This is an optimization exercise on Yosys and OpenROAD, whose aim is small area, not a production implementation. Function was checked by simulation only, so behaviour that the tests miss may differ from the original. Power and IR drop assume default switching activity.

## the previous run
## xi_ext_req_queue
module xi_ext_req_queue #(
  parameter int ADDR_W       = 20,
  parameter int DATA_W       = 160,
  parameter int DEPTH        = 8,
  parameter int AFULL_THRESH = 6
) (
  input  logic                       clk,
  input  logic                       rst_n,
  input  logic                       i_flush,
  input  logic                       i_clr_err,
  input  logic                       i_ext_rd_en,
  input  logic [ADDR_W-1:0]          i_ext_rd_addr,
  input  logic                       i_ext_wr_en,
  input  logic [ADDR_W-1:0]          i_ext_wr_addr,
  input  logic [DATA_W-1:0]          i_ext_wr_data,
  output logic [DATA_W-1:0]          o_ext_rd_data,
  output logic                       o_ext_rd_valid,
  output logic                       o_almost_full,
  output logic [$clog2(DEPTH):0]     o_occupancy,
  output logic                       o_overflow,
  output logic                       o_unexpected_rsp,
  output logic                       bus_req_valid,
  input  logic                       bus_req_ready,
  output logic                       bus_req_is_wr,
  output logic [ADDR_W-1:0]          bus_req_addr,
  output logic [DATA_W-1:0]          bus_req_wdata,
  input  logic                       bus_rsp_valid,
  input  logic [DATA_W-1:0]          bus_rsp_data
);
export LEC_CHECK = 0
export CAP_MARGIN = 20
export CORE_MARGIN = 2
export CORE_UTILIZATION = 65
export CTS_BUF_LIST = sky130_fd_sc_hd__clkbuf_8 sky130_fd_sc_hd__clkbuf_4
export PLACE_DENSITY = 0.72
export SLEW_MARGIN = 20
create_clock -name core_clock -period 6.0 [get_ports {clk}]
standard.sh (not shown) runs the stock make flow with config.mk's settings and CLKGATE_MAP_FILE= SYNTH_SCRIPT=/design/flow/synth_recipe.tcl, a recipe that flattens the netlist after the stock synthesis.
==> flow/flow/run.sh <==
#!/bin/bash
# Standard ORFS layout, with the smallest buffer on the ports and a leaner clock tree.
set -euo pipefail
cd "$(dirname "$0")/.."
bash standard.sh \
  BUFFER_PORTS_ARGS="-buffer_cell sky130_fd_sc_hd__buf_1" \
  CTS_ARGS="-sink_clustering_enable -repair_clock_nets -dont_use_dummy_load" \
  finish > standard_flow.log 2>&1
> inputs changed (the previous run -> the current run)
Settings: clearing CTS_BUF_LIST, which used to be sky130_fd_sc_hd__clkbuf_8 sky130_fd_sc_hd__clkbuf_4.
==> flow/flow/run.sh <==
#!/bin/bash
# Standard ORFS layout, with the smallest buffer on the ports and a leaner clock tree:
# small clock buffers in clusters of up to 10 flip-flops and no dummy loads.
set -euo pipefail
cd "$(dirname "$0")/.."
bash standard.sh \
  BUFFER_PORTS_ARGS="-buffer_cell sky130_fd_sc_hd__buf_1" \
  CTS_ARGS="-sink_clustering_enable -repair_clock_nets -dont_use_dummy_load -buf_list sky130_fd_sc_hd__clkbuf_4 -sink_clustering_size 10 -sink_clustering_max_diameter 40" \
  finish > standard_flow.log 2>&1
--- outcome ---
The current run reports its path type of the worst min-delay path as in -> async while the previous run reports reg -> reg.
Against the previous run, the current run reports a number of search-and-repair iterations in the first detailed-routing pass that is lower.
In the final reports, the cell area of the current run is smaller than that of the previous run.
Total power consumption of the routed design in the current run vs the previous run: down 0.0035 W
The via count of the current run exceeds that of the previous run by about 0.55%.
From the previous run to the current run, floorplan die area did not move at all.
The current run ended up with r_rd_ptr[2] as its first element of the critical path; the previous run ended up with r_rd_ptr[0].
Diff the previous run..the current run | wire length reported by the detailed router | negligible
[the current run] proportion of power drawn by the clock network fell 11 points relative to the previous run
Diff the current run..the previous run | share of synthesized registers carrying an async set or reset | unchanged

========
xi_ext_req_queue, a different RTL version from the one above (not shown whole).
Size in the first run: about 2700 cells after synthesis, roughly 1600 flip-flops, ~720 I/O pins.
Design xi_ext_req_queue, start of the top module:
module xi_ext_req_queue #(
  parameter int ADDR_W       = 20,
  parameter int DATA_W       = 160,
  parameter int DEPTH        = 8,
  parameter int AFULL_THRESH = 6
) (
  input  logic                       clk,
  input  logic                       rst_n,
  input  logic                       i_flush,
  input  logic                       i_clr_err,
  input  logic                       i_ext_rd_en,
  input  logic [ADDR_W-1:0]          i_ext_rd_addr,
  input  logic                       i_ext_wr_en,
  input  logic [ADDR_W-1:0]          i_ext_wr_addr,
  input  logic [DATA_W-1:0]          i_ext_wr_data,
  output logic [DATA_W-1:0]          o_ext_rd_data,
  output logic                       o_ext_rd_valid,
  output logic                       o_almost_full,
  output logic [$clog2(DEPTH):0]     o_occupancy,
  output logic                       o_overflow,
  output logic                       o_unexpected_rsp,
  output logic                       bus_req_valid,
  ...
==> flow/config.mk <==
export PLATFORM = sky130hd
export DESIGN_NAME = xi_ext_req_queue
export DESIGN_NICKNAME = xi_ext_req_queue
export VERILOG_FILES = /design/flow/design.v
export SDC_FILE = /design/flow/constraint.sdc
export NUM_CORES = 4
export LEC_CHECK = 0
export CAP_MARGIN = 20
export CORE_MARGIN = 2
export CORE_UTILIZATION = 75
export PLACE_DENSITY = 0.8
export SLEW_MARGIN = 20
export SYNTH_HIERARCHICAL = 1
export SYNTH_MINIMUM_KEEP_SIZE = 0
==> flow/constraint.sdc <==
create_clock -name core_clock -period 6.0 [get_ports {clk}]
set_input_delay 1.2000 -clock core_clock [delete_from_list [all_inputs] [get_ports {clk}]]
set_output_delay 1.2000 -clock core_clock [all_outputs]
set_load 0.01 [all_outputs]
==> flow/flow/run.sh <==
#!/bin/bash
# Standard ORFS layout with three changes after the standard synthesis:
#  - the smallest buffer (buf_1) on every port
#  - a lean clock tree: clkbuf_4 in clusters of up to 10 flip-flops, no dummy loads
#  - placement and repair may not use the big buffers and delay cells, so the
#    high-fanout enable and select nets are driven by trees of small buffers
set -euo pipefail
cd "$(dirname "$0")/.."
bash standard.sh synth > synth_make.log 2>&1
DONT_USE="sky130_fd_sc_hd__probe_p_8 sky130_fd_sc_hd__probec_p_8 sky130_fd_sc_hd__lpflow_bleeder_1 sky130_fd_sc_hd__lpflow_clkbufkapwr_1 sky130_fd_sc_hd__lpflow_clkbufkapwr_16 sky130_fd_sc_hd__lpflow_clkbufkapwr_2 sky130_fd_sc_hd__lpflow_clkbufkapwr_4 sky130_fd_sc_hd__lpflow_clkbufkapwr_8 sky130_fd_sc_hd__lpflow_clkinvkapwr_1 sky130_fd_sc_hd__lpflow_clkinvkapwr_16 sky130_fd_sc_hd__lpflow_clkinvkapwr_2 sky130_fd_sc_hd__lpflow_clkinvkapwr_4 sky130_fd_sc_hd__lpflow_clkinvkapwr_8 sky130_fd_sc_hd__lpflow_decapkapwr_12 sky130_fd_sc_hd__lpflow_decapkapwr_3 sky130_fd_sc_hd__lpflow_decapkapwr_4 sky130_fd_sc_hd__lpflow_decapkapwr_6 sky130_fd_sc_hd__lpflow_decapkapwr_8 sky130_fd_sc_hd__lpflow_inputiso0n_1 sky130_fd_sc_hd__lpflow_inputiso0p_1 sky130_fd_sc_hd__lpflow_inputiso1n_1 sky130_fd_sc_hd__lpflow_inputiso1p_1 sky130_fd_sc_hd__lpflow_inputisolatch_1 sky130_fd_sc_hd__lpflow_isobufsrc_1 sky130_fd_sc_hd__lpflow_isobufsrc_16 sky130_fd_sc_hd__lpflow_isobufsrc_2 sky130_fd_sc_hd__lpflow_isobufsrc_4 sky130_fd_sc_hd__lpflow_isobufsrc_8 sky130_fd_sc_hd__lpflow_isobufsrckapwr_16 sky130_fd_sc_hd__lpflow_lsbuf_lh_hl_isowell_tap_1 sky130_fd_sc_hd__lpflow_lsbuf_lh_hl_isowell_tap_2 sky130_fd_sc_hd__lpflow_lsbuf_lh_hl_isowell_tap_4 sky130_fd_sc_hd__lpflow_lsbuf_lh_isowell_4 sky130_fd_sc_hd__lpflow_lsbuf_lh_isowell_tap_1 sky130_fd_sc_hd__lpflow_lsbuf_lh_isowell_tap_2 sky130_fd_sc_hd__lpflow_lsbuf_lh_isowell_tap_4  sky130_fd_sc_hd__buf_6 sky130_fd_sc_hd__buf_8 sky130_fd_sc_hd__buf_12 sky130_fd_sc_hd__buf_16 sky130_fd_sc_hd__bufbuf_8 sky130_fd_sc_hd__bufbuf_16 sky130_fd_sc_hd__clkbuf_8 sky130_fd_sc_hd__clkbuf_16 sky130_fd_sc_hd__dlygate4sd1_1 sky130_fd_sc_hd__dlygate4sd2_1 sky130_fd_sc_hd__dlygate4sd3_1 sky130_fd_sc_hd__clkdlybuf4s15_1 sky130_fd_sc_hd__clkdlybuf4s15_2 sky130_fd_sc_hd__clkdlybuf4s18_1 sky130_fd_sc_hd__clkdlybuf4s18_2 sky130_fd_sc_hd__clkdlybuf4s25_1 sky130_fd_sc_hd__clkdlybuf4s25_2 sky130_fd_sc_hd__clkdlybuf4s50_1 sky130_fd_sc_hd__clkdlybuf4s50_2 sky130_fd_sc_hd__dlymetal6s2s_1 sky130_fd_sc_hd__dlymetal6s4s_1 sky130_fd_sc_hd__dlymetal6s6s_1"
bash standard.sh \
  DONT_USE_CELLS="$DONT_USE" \
  BUFFER_PORTS_ARGS="-buffer_cell sky130_fd_sc_hd__buf_1" \
  CTS_ARGS="-sink_clustering_enable -repair_clock_nets -dont_use_dummy_load -buf_list sky130_fd_sc_hd__clkbuf_4 -sink_clustering_size 10 -sink_clustering_max_diameter 40" \
  finish > layout_make.log 2>&1
==> next run, changes <==
- CORE_UTILIZATION: 75 -> 65
- PLACE_DENSITY: 0.8 -> 0.72
Outcome:
- The new run completed with no timing, DRC or antenna violations
- register-to-register slack improved by 200 ps
- final area went up slightly
- via count shrinks by a few percent
- worst setup slack improved by 110 ps
- synthesized cell count is unchanged
- hold slack degrades by 19 ps
- core utilization falls by 11 points
- first-iteration DRC count fell by a quarter to a third
- clock skew went down by 21 ps
- non-clock buffer count rose by 24
- wire length drops by roughly a tenth

static timing again, ports no longer ideal:
Ports are ideal in the flow. The routed layouts listed here were re-timed in OpenROAD.
Step 1 sets driving cells, clkbuf_16 on the clock port and buf_2 on the other inputs (assumed; they add their load-dependent delay and slew).
Step 2 adds t to the input delays and takes it off the output delays; t is the mean of the earliest and latest rising clock arrival at the registers after step 1. Input paths then give back, and output paths get back, about the clock's delay inside the block.
a / b / c = ideal ports / drivers / drivers and shift; a / b = the first two.
| run | t (ns) | setup slack, ns | worst data-port slew with drivers (ns) |
|---|---|---|---|
| the previous run | 0.803 | 0.477 / 0.404 / 1.208 | 0.22 |
| the current run | 1.130 | 0.421 / 0.354 / 1.450 | 0.22 |
| the first run of note 2 | 1.088 | 0.176 / 0.106 / 1.194 | 0.21 |
| the second run of note 2 | 1.110 | 0.288 / 0.220 / 1.330 | 0.14 |
After both steps every run listed still meets setup and hold.
